What follows belongs to an exercise in optimizing a design on an open flow for small area, a short achievable clock period and few clock cycles; a production flow would make more cautious choices.
Only simulation tests tie the RTL to the original design; equivalence was not proved.
Power figures rest on the tool's default switching activity, not on a simulated workload.

===== config.mk =====
export PLATFORM = sky130hd
export DESIGN_NAME = data_memory_pipe
export DESIGN_NICKNAME = data_memory_pipe
export VERILOG_FILES = /design/flow/design.v
export SDC_FILE = /design/flow/constraint.sdc
export NUM_CORES = 4
export LEC_CHECK = 0
export CAP_MARGIN = 20
export CORE_MARGIN = 2
export CORE_UTILIZATION = 50
export SLEW_MARGIN = 20
export SYNTH_MEMORY_MAX_BITS = 8192

===== constraint.sdc =====
create_clock -name core_clock -period 3.7 [get_ports {clk}]
set_input_delay 0.7400 -clock core_clock [delete_from_list [all_inputs] [get_ports {clk}]]
set_output_delay 0.7400 -clock core_clock [all_outputs]
set_load 0.01 [all_outputs]

===== design.v =====
module data_memory_pipe #(
  parameter int DATA_WIDTH   = 16,
  parameter int ADDR_WIDTH   = 16,
  parameter int DEPTH        = 256,
  parameter int READ_LATENCY = 2
) (
  input  logic                    clk,
  input  logic                    rst,
  input  logic                    req_valid,
  output logic                    req_ready,
  input  logic                    req_write,
  input  logic [ADDR_WIDTH-1:0]   address,
  input  logic [DATA_WIDTH-1:0]   store_data,
  input  logic [DATA_WIDTH/8-1:0] byte_en,
  output logic [DATA_WIDTH-1:0]   load_data,
  output logic                    load_valid,
  output logic                    addr_err
);
  localparam int NBYTES = DATA_WIDTH / 8;
  localparam int IDX_W  = (DEPTH > 1) ? $clog2(DEPTH) : 1;
  localparam int LAST   = READ_LATENCY - 1;
  typedef enum logic {CLEAR, READY} state_t;
  state_t                  state_reg, state_next;
  logic [IDX_W-1:0]        clear_ptr_reg;
  logic                    ready;
  logic                    accept;
  logic                    in_range;
  logic [IDX_W-1:0]        idx;
  logic [DATA_WIDTH-1:0]   mem [DEPTH];
  logic [READ_LATENCY-1:0] vld_reg;
  logic [READ_LATENCY-1:0] err_reg;
  logic [DATA_WIDTH-1:0]   data_reg [READ_LATENCY];
  assign in_range = {1'b0, address} < (ADDR_WIDTH+1)'(DEPTH);
  assign idx      = address[IDX_W-1:0];
  assign accept   = req_valid && ready && !rst;
  always_ff @(posedge clk) begin
    if (rst) begin
      state_reg     <= CLEAR;
      clear_ptr_reg <= '0;
    end else begin
      state_reg <= state_next;
      if (state_reg == CLEAR) begin
        if (clear_ptr_reg == IDX_W'(DEPTH - 1))
          clear_ptr_reg <= '0;
        else
          clear_ptr_reg <= clear_ptr_reg + 1'b1;
      end
    end
  end
  always_comb begin
    state_next = state_reg;
    ready      = 1'b0;
    case (state_reg)
      CLEAR: begin
        if (clear_ptr_reg == IDX_W'(DEPTH - 1))
          state_next = READY;
      end
      READY: begin
        ready = 1'b1;
      end
      default: state_next = CLEAR;
    endcase
  end
  always_ff @(posedge clk) begin
    if (!rst) begin
      if (state_reg == CLEAR) begin
        mem[clear_ptr_reg] <= '0;
      end else if (accept && req_write && in_range) begin
        for (int b = 0; b < NBYTES; b++) begin
          if (byte_en[b])
            mem[idx][8*b +: 8] <= store_data[8*b +: 8];
        end
      end
    end
  end
  always_ff @(posedge clk) begin
    if (rst) begin
      vld_reg[0]  <= 1'b0;
      err_reg[0]  <= 1'b0;
      data_reg[0] <= '0;
    end else begin
      vld_reg[0] <= accept && !req_write;
      err_reg[0] <= accept && !in_range;
      if (accept && !req_write)
        data_reg[0] <= in_range ? mem[idx] : '0;
    end
  end
  for (genvar gi = 1; gi < READ_LATENCY; gi++) begin : g_stage
    always_ff @(posedge clk) begin
      if (rst) begin
        vld_reg[gi]  <= 1'b0;
        err_reg[gi]  <= 1'b0;
        data_reg[gi] <= '0;
      end else begin
        vld_reg[gi] <= vld_reg[gi-1];
        err_reg[gi] <= err_reg[gi-1];
        if (vld_reg[gi-1])
          data_reg[gi] <= data_reg[gi-1];
      end
    end
  end
  assign req_ready  = ready;
  assign load_valid = vld_reg[LAST];
  assign addr_err   = err_reg[LAST];
  assign load_data  = data_reg[LAST];
endmodule

===== run.sh =====
#!/bin/bash
# synth_recipe.tcl (not shown) runs the flow's synth.tcl, then flattens the netlist and writes it again
# the make line also repeats each setting of config.mk as NAME=value (left out here)
make -C /OpenROAD-flow-scripts/flow DESIGN_CONFIG=/design/flow/config.mk WORK_HOME=/design/flow/orfs CLKGATE_MAP_FILE= SYNTH_SCRIPT=/design/flow/synth_recipe.tcl finish

==> run summary <==
Status
The run finished with no timing, DRC or antenna violations.

Timing
Between clock sinks in the finished design, the worst skew comes to 48.1 ps. The final-layout setup total negative slack is 0 ps. The setup slack after layout is 193 ps. The relative slew slack is 0.235. After layout, the minimum clock period comes to 3510 ps.

The measured slew at the worst slew-check pin is 1140 ps. The count of endpoints failing hold in the final timing report is 0. Setup violations remaining at the end of the flow were counted as 0. The number of slew-limit violations in the final report is 0. In the finished design, the share of the clock period the worst path needs comes to 0.948. Setup repair after global routing left no endpoint under its margin.

Derived from the worst setup path, the maximum achievable clock frequency is 285 MHz.

Place
The setup slack after placement is -693 ps. The count of buffers added on input and output ports is 56. After detailed placement, the total cell area comes to 177000 µm². The final weighted congestion in routability-driven placement is 0.896.

The detailed placement HPWL is 324000 µm.

Floorplanning
The full die area is 327000 µm². For this design the top-level I/O count stands at 57. The die extent in y is 572 µm.

The x dimension of the die is 572 µm. The initial cell density of the core is 0.502. The core region is 321000 µm². The floorplan has 208 rows.

Clocking
The post-CTS setup-driven buffer insertion count is 0. The number of H-tree levels is 5. The maximum buffer depth of the clock tree is 4. The clock input transition at the sequential cells of the worst setup and hold paths is 60 ps. For this design, the sink count on the clock tree is 4141. The clock reaches the later pin of the worst-skew pair after 970 ps. The cell chosen for the clock root is clkbuf_16. The number of hold buffers added after CTS is 0. Gates resized during post-CTS repair numbered 0. The number of buffers created by CTS is 411. TritonCTS built the clock tree.

Yosys
The share of the synthesized area in the top cell type is 0.763. The number of flops mapped to enable cells by yosys is 4096. The sequential element share of the synthesized area is 0.769. The Yosys step of the flow raised 2 warnings. The distinct cell type count after synthesis is 86. Synthesis inferred 4141 register bits. The primary flip-flop cell chosen by synthesis mapping is edfxtp_1. Synthesis produced 7791 cells. After synthesis, the most frequently instantiated cells are edfxtp_1, mux4_2, nor2_1, mux2i_1, nand2_1. The share of synthesized registers carrying an async set or reset is 0. The cell area after synthesis is 161000 µm².

Ranked by total cell area, the synthesized netlist is headed by edfxtp_1, mux4_2, mux2i_1. The largest total area in the synthesized netlist belongs to edfxtp_1. The most instantiated library cell after synthesis is edfxtp_1. The mean area per synthesized cell is 20.7 µm². The number of nets in the synthesized netlist is 7830.

Critical path
The critical path contains buffers and inverters numbering 5 combined. Of all nets on the critical path, the largest fanout is 11. The data arrival at the endpoint of the critical path is 4070 ps. The worst setup path category is in2reg. The signal on the critical path passes through clkdlybuf4s50_1, nor4_4, buf_4, nand4_2, buf_12, o31ai_4, o21ai_2, nand2b_1, buf_12, buf_4, nor2_1.

The dominant delay contributor by cell family on the critical path is simple AND/OR/NAND/NOR gates. The required time at the endpoint of the critical path is 4260 ps. STA classifies the critical path startpoint as an input pin. The cell with the biggest individual delay on the critical path is nor2_1. The worst setup path is captured at a flip-flop.

The highest cell delay on the worst timing path is 540 ps.

Cells and area
The finished layout cell area is 191000 µm². The flip-flop count of the largest register after layout is 4096. The share of layout cells above drive strength 1 is 0.307. Once layout is complete, the utilization of the core stands at 0.594. Compared with the post-synthesis result, the final layout area differs by 18.3%. The net count of the finished layout is 9109.

Global route
The largest net degree at the start of global routing is 89. The number of antenna violations at the first check in global routing is 24. The total global routing track utilization is 0.296. The via count of the first global-routing pass is 86.5k.

The residual overflow from global routing is 0. The first global-routing pass estimated 676000 µm of wire.

Routing
In this run the remaining antenna-violating nets after routing total 0. The routed via count is 86.9k. The total wirelength of the detailed-routed design is 483000 µm. In the routed layout, each cell is associated on average with a via count of 6.33. The first routing iteration left 12.0k violations. Dividing the detail-routed wire length by the instance count gives 35.2 µm. The DRC violation count after routing is 0. The first detailed-routing pass ran for 6 iterations.

Min path
In this run the worst hold path is classified as reg2reg.

Job
The tool flagged a number of max-cap violations equal to 0.

Pwr
The worst-case IR drop observed on VDD is 0.412 mV. For this design the ratio of total power to cell area is 503 nW/µm². For this design the static power due to leakage is 0.0723 µW.
==> report_power, final <==
part	switching (µW)	leakage, µW	internal [µW]
clock network	17600	0.00647	24100
registers	15.1	0.0478	50800
logic	2150	0.0180	1270
==> path summary, 6_finish.rpt <==
check	start	to	slack [ps]	depth (start not counted)
worst max-delay path	address[14]	mem[185][4]$_DFFE_PP_	190	11
worst min-delay path	err_reg[0]$_SDFF_PP0_	err_reg[1]$_SDFF_PP0_	450	1
worst max register to register	state_reg$_SDFF_PP0_	mem[49][4]$_DFFE_PP_	270	10
worst min register to register	err_reg[0]$_SDFF_PP0_	err_reg[1]$_SDFF_PP0_	450	1
==> placed cells by master (no fill, tap or decap), types with 22 or more instances in the layout <==
cell	instances
a221oi_1	49
nor2_1	603
nand4_1	26
dfxtp_1	45
a31oi_1	39
mux4_2	880
nor2b_1	22
a22oi_1	163
nand3_1	59
a211oi_1	54
clkinv_1	99
a21oi_1	81
buf_4	1065
o22ai_1	133
o21ai_0	60
clkbuf_16	417
buf_12	253
nor3_1	34
mux2i_1	371
edfxtp_1	4096
clkinv_2	53
nand2_1	195
o221ai_1	30
clkbuf_1	93
bufinv_16	48
clkdlybuf4s50_1	48
==> metrics by stage <==
stage	power [µW]	hold slack, ps	std cells
2_1_floorplan	53400	414	7791
3_3_place_gp	55200	429	13000
3_5_place_dp	55200	442	13000
4_1_cts	96200	455	13700
5_1_grt	98100	463	13700
6_report	95800	454	13700
==> cell type report <==
cell class	count	area [µm²]
fill	22800	130000
sequential	4141	124000
multi-input combinational	3138	34400
timing repair buffer	1374	13600
clock buffer	513	10800
tap	4305	5390
clock inverter	237	2480
inverter	4	25.0
antenna	9	22.5
==> cells by family (layout without fill, tap and decap cells) <==
group,Yosys count,after routing,share of synthesized area
flops,4141,4141,0.769
mux,1269,1269,0.147
simple gates,1111,1111,0.0308
compound gates,755,755,0.0333
buf+inv,512,2128,0.0195
xor+xnor,2,2,0.000109
fa+ha+maj,1,1,0.0000776
other cells,0,9,0
==> worst register-to-register path: stages (launching register included) <==
cell,delay (ps)
dfxtp_1,350
and4b_1,220
buf_4,130
nand4_2,260
nor3b_2,370
or2_1,310
buf_4,180
nand2_2,200
buf_12,260
buf_4,180
nor2_1,590
==> metal layers <==
metal / wire length (µm) / track usage / vias to the layer above
li1: - / - / 35000
met2: 227000 / 0.462 / 4986
met3: 48200 / 0.0591 / 826
met5: 103 / 0 / -
met4: 21000 / 0.114 / 16
met1: 187000 / 0.416 / 46000
Testbench counts, summed over its fixed seeds: cycles 24,012.

-- what the ideal ports hide --
The results above use ideal ports. As a check the final layout listed here was re-extracted and re-timed, cells and wires unchanged. Step 1, drivers: a clkbuf_16 drives clk and a buf_2 each remaining input, both assumed. Step 2 times the ports against the registers' clock, not the clock port: input delays grow and output delays shrink by t, the midpoint of the rising clock arrivals with the driver on. Three values: ideal ports, drivers, drivers and shift; two values: the first two.
shift t [ns]: 1.046
setup slack, ns: 0.193 / 0.267 / -0.775
hold WS [ns]: 0.454 / 0.454 / 0.454
worst setup path at the end: input to register
worst register clock-pin slew, ns: 0.07 / 0.07
Met with ideal ports but missed after step 2: setup timing in this run. The setup slack of this run moves by +0.074 ns with the drivers and by -0.968 ns with both steps.
